This is an optimization exercise on Yosys and OpenROAD, whose aim is small area and a short achievable clock period, not a production implementation.
Only simulation tests tie the RTL to the original design; equivalence was not proved.
Power is estimated from default activity; no workload was simulated.

lane 1:
// mem_responder_top
module mem_responder_top (
    input  logic       clk,
    input  logic       rst,
    input  logic       req,
    input  logic       we,
    input  logic [7:0] addr,
    input  logic [7:0] wdata,
    output logic [7:0] rdata,
    output logic       ack,
    output logic       err,
    output logic       busy
);
    mem_responder #(.DW(8), .AW(8), .DEPTH(200), .WAIT(2)) u_resp (
        .clk(clk), .rst(rst), .req(req), .we(we), .addr(addr), .wdata(wdata),
        .rdata(rdata), .ack(ack), .err(err), .busy(busy));
endmodule
Settings: LEC_CHECK=0, ABC_CLOCK_PERIOD_IN_PS=2200, CAP_MARGIN=20, CORE_MARGIN=2, CORE_UTILIZATION=70, CTS_BUF_LIST=sky130_fd_sc_hd__clkbuf_16, CTS_CLUSTER_DIAMETER=60, CTS_CLUSTER_SIZE=24, SETUP_SLACK_MARGIN=2.25, SLEW_MARGIN=20, SYNTH_HIERARCHICAL=1, TNS_END_PERCENT=100; clock period 4.5 ns.
standard.sh (not shown) runs the stock make flow with config.mk's settings and CLKGATE_MAP_FILE= SYNTH_SCRIPT=/design/flow/synth_recipe.tcl, a recipe that flattens the netlist after the stock synthesis.
==> flow/flow/run.sh <==
#!/bin/bash
# Standard ORFS layout (the standard.sh), with the port buffers made of buf_4 cells
# instead of whatever buffer_ports picks by default (it has been picking delay cells).
set -euo pipefail
bash standard.sh finish 'BUFFER_PORTS_ARGS=-buffer_cell sky130_fd_sc_hd__buf_4' > make_finish.log 2>&1
Lane 1: PASS, flow complete, no timing, DRC or antenna violations
### lane 1 -> lane 2
# lane 1
export LEC_CHECK = 0
export ABC_CLOCK_PERIOD_IN_PS = 2200
export CAP_MARGIN = 20
export CORE_MARGIN = 2
export CORE_UTILIZATION = 70
export CTS_BUF_LIST = sky130_fd_sc_hd__clkbuf_16
export CTS_CLUSTER_DIAMETER = 60
export CTS_CLUSTER_SIZE = 24
export SETUP_SLACK_MARGIN = 2.25
export SLEW_MARGIN = 20
export SYNTH_HIERARCHICAL = 1
export TNS_END_PERCENT = 100
create_clock -name core_clock -period 4.5 [get_ports {clk}]
# lane 2
export LEC_CHECK = 0
export ABC_CLOCK_PERIOD_IN_PS = 2200
export CAP_MARGIN = 20
export CORE_MARGIN = 2
export CORE_UTILIZATION = 70
export CTS_BUF_LIST = sky130_fd_sc_hd__clkbuf_16
export CTS_CLUSTER_DIAMETER = 70
export CTS_CLUSTER_SIZE = 30
export SETUP_SLACK_MARGIN = 2.3
export SLEW_MARGIN = 20
export SYNTH_HIERARCHICAL = 1
export TNS_END_PERCENT = 10
create_clock -name core_clock -period 4.5 [get_ports {clk}]
Notes after the runs:
- Each of the runs, namely lane 1 and lane 2, reached the end of the flow and came out clean.
- Compared with lane 1, in lane 2 number of placed instances with taps included stayed essentially flat, number of cells on the critical path rose by 4.
- The wire length per cell after detailed routing in lane 2 sits 0.68% below the value recorded for lane 1.
- Final cell count without fillers (lower): lane 2
- Lane 2 vs. lane 1: combinational power share went up by 0.3 points.
- Cmp lane 2 vs lane 1: leakage power lower in lane 2
- Going from lane 1 to lane 2, global-route wire length before repair went down by 900 um, worst hold margin about even, non-clock buffer count decreased by 1 relative to the old numbers.
Changes in lane 3 relative to lane 2:
# lane 2
export LEC_CHECK = 0
export ABC_CLOCK_PERIOD_IN_PS = 2200
export CAP_MARGIN = 20
export CORE_MARGIN = 2
export CORE_UTILIZATION = 70
export CTS_BUF_LIST = sky130_fd_sc_hd__clkbuf_16
export CTS_CLUSTER_DIAMETER = 70
export CTS_CLUSTER_SIZE = 30
export SETUP_SLACK_MARGIN = 2.3
export SLEW_MARGIN = 20
export SYNTH_HIERARCHICAL = 1
export TNS_END_PERCENT = 10
create_clock -name core_clock -period 4.5 [get_ports {clk}]
# lane 3
export LEC_CHECK = 0
export ABC_CLOCK_PERIOD_IN_PS = 2200
export CAP_MARGIN = 20
export CORE_MARGIN = 2
export CORE_UTILIZATION = 50
export CTS_BUF_LIST = sky130_fd_sc_hd__clkbuf_8
export CTS_CLUSTER_DIAMETER = 50
export CTS_CLUSTER_SIZE = 10
export SETUP_SLACK_MARGIN = 2.3
export SLEW_MARGIN = 20
export SYNTH_HIERARCHICAL = 1
export TNS_END_PERCENT = 10
create_clock -name core_clock -period 4.5 [get_ports {clk}]
Results
Compared with lane 2, lane 3 shows a lower global-route total usage across every layer.
Delta (lane 3 minus lane 2): total power draw went up by about 7%, design area went up by 2.7%.
Category of the critical setup timing path: in -> reg -> lane 2, reg -> out -> lane 3
#### Input delta (lane 4 over lane 3)
# lane 3
export LEC_CHECK = 0
export ABC_CLOCK_PERIOD_IN_PS = 2200
export CAP_MARGIN = 20
export CORE_MARGIN = 2
export CORE_UTILIZATION = 50
export CTS_BUF_LIST = sky130_fd_sc_hd__clkbuf_8
export CTS_CLUSTER_DIAMETER = 50
export CTS_CLUSTER_SIZE = 10
export SETUP_SLACK_MARGIN = 2.3
export SLEW_MARGIN = 20
export SYNTH_HIERARCHICAL = 1
export TNS_END_PERCENT = 10
create_clock -name core_clock -period 4.5 [get_ports {clk}]
# lane 4
export LEC_CHECK = 0
export ABC_CLOCK_PERIOD_IN_PS = 2200
export CAP_MARGIN = 20
export CORE_MARGIN = 2
export CORE_UTILIZATION = 70
export CTS_BUF_LIST = sky130_fd_sc_hd__clkbuf_16
export CTS_CLUSTER_DIAMETER = 60
export CTS_CLUSTER_SIZE = 24
export SETUP_SLACK_MARGIN = 2.3
export SLEW_MARGIN = 20
export SYNTH_HIERARCHICAL = 1
export TNS_END_PERCENT = 10
create_clock -name core_clock -period 4.5 [get_ports {clk}]
## What came out
Lane 4: no failed stages, no open violations at the end
Power density over the cells (higher): lane 3
Route | lane 4 vs lane 3 | wire shorter in lane 4
Layout clock buffer count, lane 3 and lane 4: smaller value in lane 4
As far as area after synthesis goes, lane 4 and lane 3 are indistinguishable; the numbers are identical.
Taking lane 3 as the reference point, the worst setup slack of lane 4 rises by 170 ps.
Min number of cell instances on the worst register-to-register path across lane 3 and lane 4: lane 4
Modified inputs, lane 5 compared to lane 4
# lane 4
export LEC_CHECK = 0
export ABC_CLOCK_PERIOD_IN_PS = 2200
export CAP_MARGIN = 20
export CORE_MARGIN = 2
export CORE_UTILIZATION = 70
export CTS_BUF_LIST = sky130_fd_sc_hd__clkbuf_16
export CTS_CLUSTER_DIAMETER = 60
export CTS_CLUSTER_SIZE = 24
export SETUP_SLACK_MARGIN = 2.3
export SLEW_MARGIN = 20
export SYNTH_HIERARCHICAL = 1
export TNS_END_PERCENT = 10
create_clock -name core_clock -period 4.5 [get_ports {clk}]
# lane 5
export LEC_CHECK = 0
export ABC_CLOCK_PERIOD_IN_PS = 2200
export CAP_MARGIN = 20
export CORE_MARGIN = 2
export CORE_UTILIZATION = 62
export CTS_BUF_LIST = sky130_fd_sc_hd__clkbuf_16
export CTS_CLUSTER_DIAMETER = 70
export CTS_CLUSTER_SIZE = 30
export SETUP_SLACK_MARGIN = 2.3
export SLEW_MARGIN = 20
export SYNTH_HIERARCHICAL = 1
export TNS_END_PERCENT = 10
create_clock -name core_clock -period 4.5 [get_ports {clk}]
==> notes.md <==
Lane 5 completed end to end with timing, DRC and antenna clean. Compared to lane 4, lane 5 has maximum frequency 6.0% lower. Compared with lane 4, in lane 5 fill cell total of the finished layout rose 34%; count of clock-buffer cells in the layout fell 13; post-route fraction of the period consumed by the critical path rose 3.2 points. Run comparison: lane 4 highest-delay cell along the critical path sky130_fd_sc_hd__edfxtp_1; lane 5 highest-delay cell along the critical path sky130_fd_sc_hd__nor2_1. Lane 5 vs. lane 4: clock insertion delay at the later pin of the skew report did not really move; area of all placed cells without fillers went down about 2%; data arrival time of the critical path now sits higher.

========
## alpha
Another version of the RTL of mem_responder_top (not shown whole).
Size in the first run: about 31 I/O pins, ~45000 sq um of cells after synthesis.
==> flow/config.mk <==
export PLATFORM = sky130hd
export DESIGN_NAME = mem_responder_top
export DESIGN_NICKNAME = mem_responder_top
export VERILOG_FILES = /design/flow/design.v
export SDC_FILE = /design/flow/constraint.sdc
export NUM_CORES = 4
export LEC_CHECK = 0
export ABC_CLOCK_PERIOD_IN_PS = 2200
export CAP_MARGIN = 20
export CORE_MARGIN = 2
export CORE_UTILIZATION = 50
export CTS_BUF_LIST = sky130_fd_sc_hd__clkbuf_8
export CTS_CLUSTER_DIAMETER = 50
export CTS_CLUSTER_SIZE = 10
export SETUP_SLACK_MARGIN = 2.3
export SLEW_MARGIN = 20
export TNS_END_PERCENT = 0
==> flow/constraint.sdc <==
create_clock -name core_clock -period 4.5 [get_ports {clk}]
set_input_delay 0.9000 -clock core_clock [delete_from_list [all_inputs] [get_ports {clk}]]
set_output_delay 0.9000 -clock core_clock [all_outputs]
set_load 0.01 [all_outputs]
run.sh (not shown) runs the stock make flow with config.mk's settings and CLKGATE_MAP_FILE= SYNTH_SCRIPT=/design/flow/synth_recipe.tcl, a recipe that flattens the netlist after the stock synthesis.
Stock flow here: none of the scripts above is used.
diff inputs: alpha => beta
- removing CTS_CLUSTER_SIZE (formerly 10)
- removing CTS_BUF_LIST (formerly sky130_fd_sc_hd__clkbuf_8)
- removing CTS_CLUSTER_DIAMETER (formerly 50)
--- outcome ---
The final reports for beta and alpha show switching power as a share of total power lower in the former. Between beta and alpha, the area growth from synthesis to layout is lower for alpha. Detailed-route via count, beta vs alpha: up slightly. On beta: wire length of the first global-routing pass is 0.69% higher than what alpha gave. Part of the total power dissipated in sequential elements for beta is lower than for alpha. Cmp beta vs alpha: sequential share of layout area lower in beta. Between beta and alpha, the wire length after detailed routing does not differ in any meaningful way.
The following lists how gamma was set up differently from beta:
- CTS_CLUSTER_DIAMETER newly set to 50
- CTS_CLUSTER_SIZE newly set to 10
- CTS_BUF_LIST newly set to sky130_fd_sc_hd__clkbuf_8
==> flow/flow/run.sh (new file) <==
#!/bin/bash
# Standard ORFS layout (the standard.sh), with the port buffers made of buf_4 cells
# instead of whatever buffer_ports picks by default (it has been picking delay cells).
set -euo pipefail
bash standard.sh finish 'BUFFER_PORTS_ARGS=-buffer_cell sky130_fd_sc_hd__buf_4' > make_finish.log 2>&1
==> flow/standard.sh (new file) <==
#!/bin/bash
# synth_recipe.tcl (not shown) runs the flow's synth.tcl, then flattens the netlist and writes it again
# the make line also repeats each setting of config.mk as NAME=value (left out here)
make -C /OpenROAD-flow-scripts/flow DESIGN_CONFIG=/design/flow/config.mk WORK_HOME=/design/flow/orfs CLKGATE_MAP_FILE= SYNTH_SCRIPT=/design/flow/synth_recipe.tcl "${@:-finish}"
removed: flow/run.sh
--- outcome ---
Final-layout worst hold slack down 0.12 ns in gamma wrt beta
Going from beta to gamma, register-to-register setup slack has increased, final worst slack grew by 0.20 ns, global-route wire length before repair moved up.
gamma reports a lower relative contribution of the clock network to total power than beta does.
Clock group total power went down by more than a quarter going from beta to gamma.
Re worst-case headroom to the max-slew limit: gamma and beta aren't equal, and the lower value belongs to gamma.
Number of I/O pins: gamma vs beta identical
Summary of gamma over beta: power per cell area -about 11%; non-clock buffer instance count of the final layout shows a reduction of 4.9%.

========
Starting RTL as in the previous note.
Settings: LEC_CHECK=0, CAP_MARGIN=20, CORE_MARGIN=2, CORE_UTILIZATION=40, SLEW_MARGIN=20; clock period 4.5 ns.
Stock flow here: none of the scripts above is used.
The baseline passed the timing, design-rule and antenna checks.
Then changed:
--- a/flow/config.mk
+++ b/flow/config.mk
@@ -6,6 +6,12 @@
 export NUM_CORES = 4
 export LEC_CHECK = 0
+export ABC_CLOCK_PERIOD_IN_PS = 2200
 export CAP_MARGIN = 20
 export CORE_MARGIN = 2
-export CORE_UTILIZATION = 40
+export CORE_UTILIZATION = 50
+export CTS_BUF_LIST = sky130_fd_sc_hd__clkbuf_16
+export CTS_CLUSTER_DIAMETER = 60
+export CTS_CLUSTER_SIZE = 24
+export SETUP_SLACK_MARGIN = 2.3
 export SLEW_MARGIN = 20
+export TNS_END_PERCENT = 0
After rerunning: The changed run finished with timing, DRC and antenna clean. Register-to-register slack gains 0.35 ns. Die area is lower by 20%. Final cell count went down by 7.3%. Wire length goes up by 0.34%.

## what the ideal ports hide
How much do the figures lean on ideal ports? The routed layouts below were timed once more, with nothing changed but the port constraints. Step 1, drivers: a clkbuf_16 drives clk and a buf_2 each remaining input, both assumed. Step 2 times the ports against the registers' clock, not the clock port: input delays grow and output delays shrink by t, the midpoint of the rising clock arrivals with the driver on. Three values: no drivers, after step 1, after step 2; two values: the first two.
run	t (ns)	setup WS [ns]	worst register clock-pin slew, ns
lane 1	0.714	2.210 / 2.170 / 1.470	0.10 / 0.10
lane 2	0.718	2.154 / 2.112 / 1.393	0.12 / 0.12
lane 3	0.897	2.067 / 2.004 / 1.304	0.08 / 0.08
lane 4	0.728	2.232 / 2.163 / 1.505	0.10 / 0.10
lane 5	0.720	2.087 / 2.104 / 1.419	0.12 / 0.12
alpha	0.897	1.574 / 1.574 / 1.026	0.08 / 0.08
beta	0.810	1.560 / 1.560 / 1.060	0.07 / 0.07
gamma	0.929	1.762 / 1.762 / 1.689	0.08 / 0.08
the first run of note 3	0.830	1.085 / 1.085 / 0.984	0.07 / 0.07
the second run of note 3	0.759	1.433 / 1.433 / 1.041	0.10 / 0.10
After both steps setup and hold are still met in every run listed. For lane 3, which loses most, drivers alone change the setup slack by -0.063 ns; drivers and shift together by -0.763 ns.
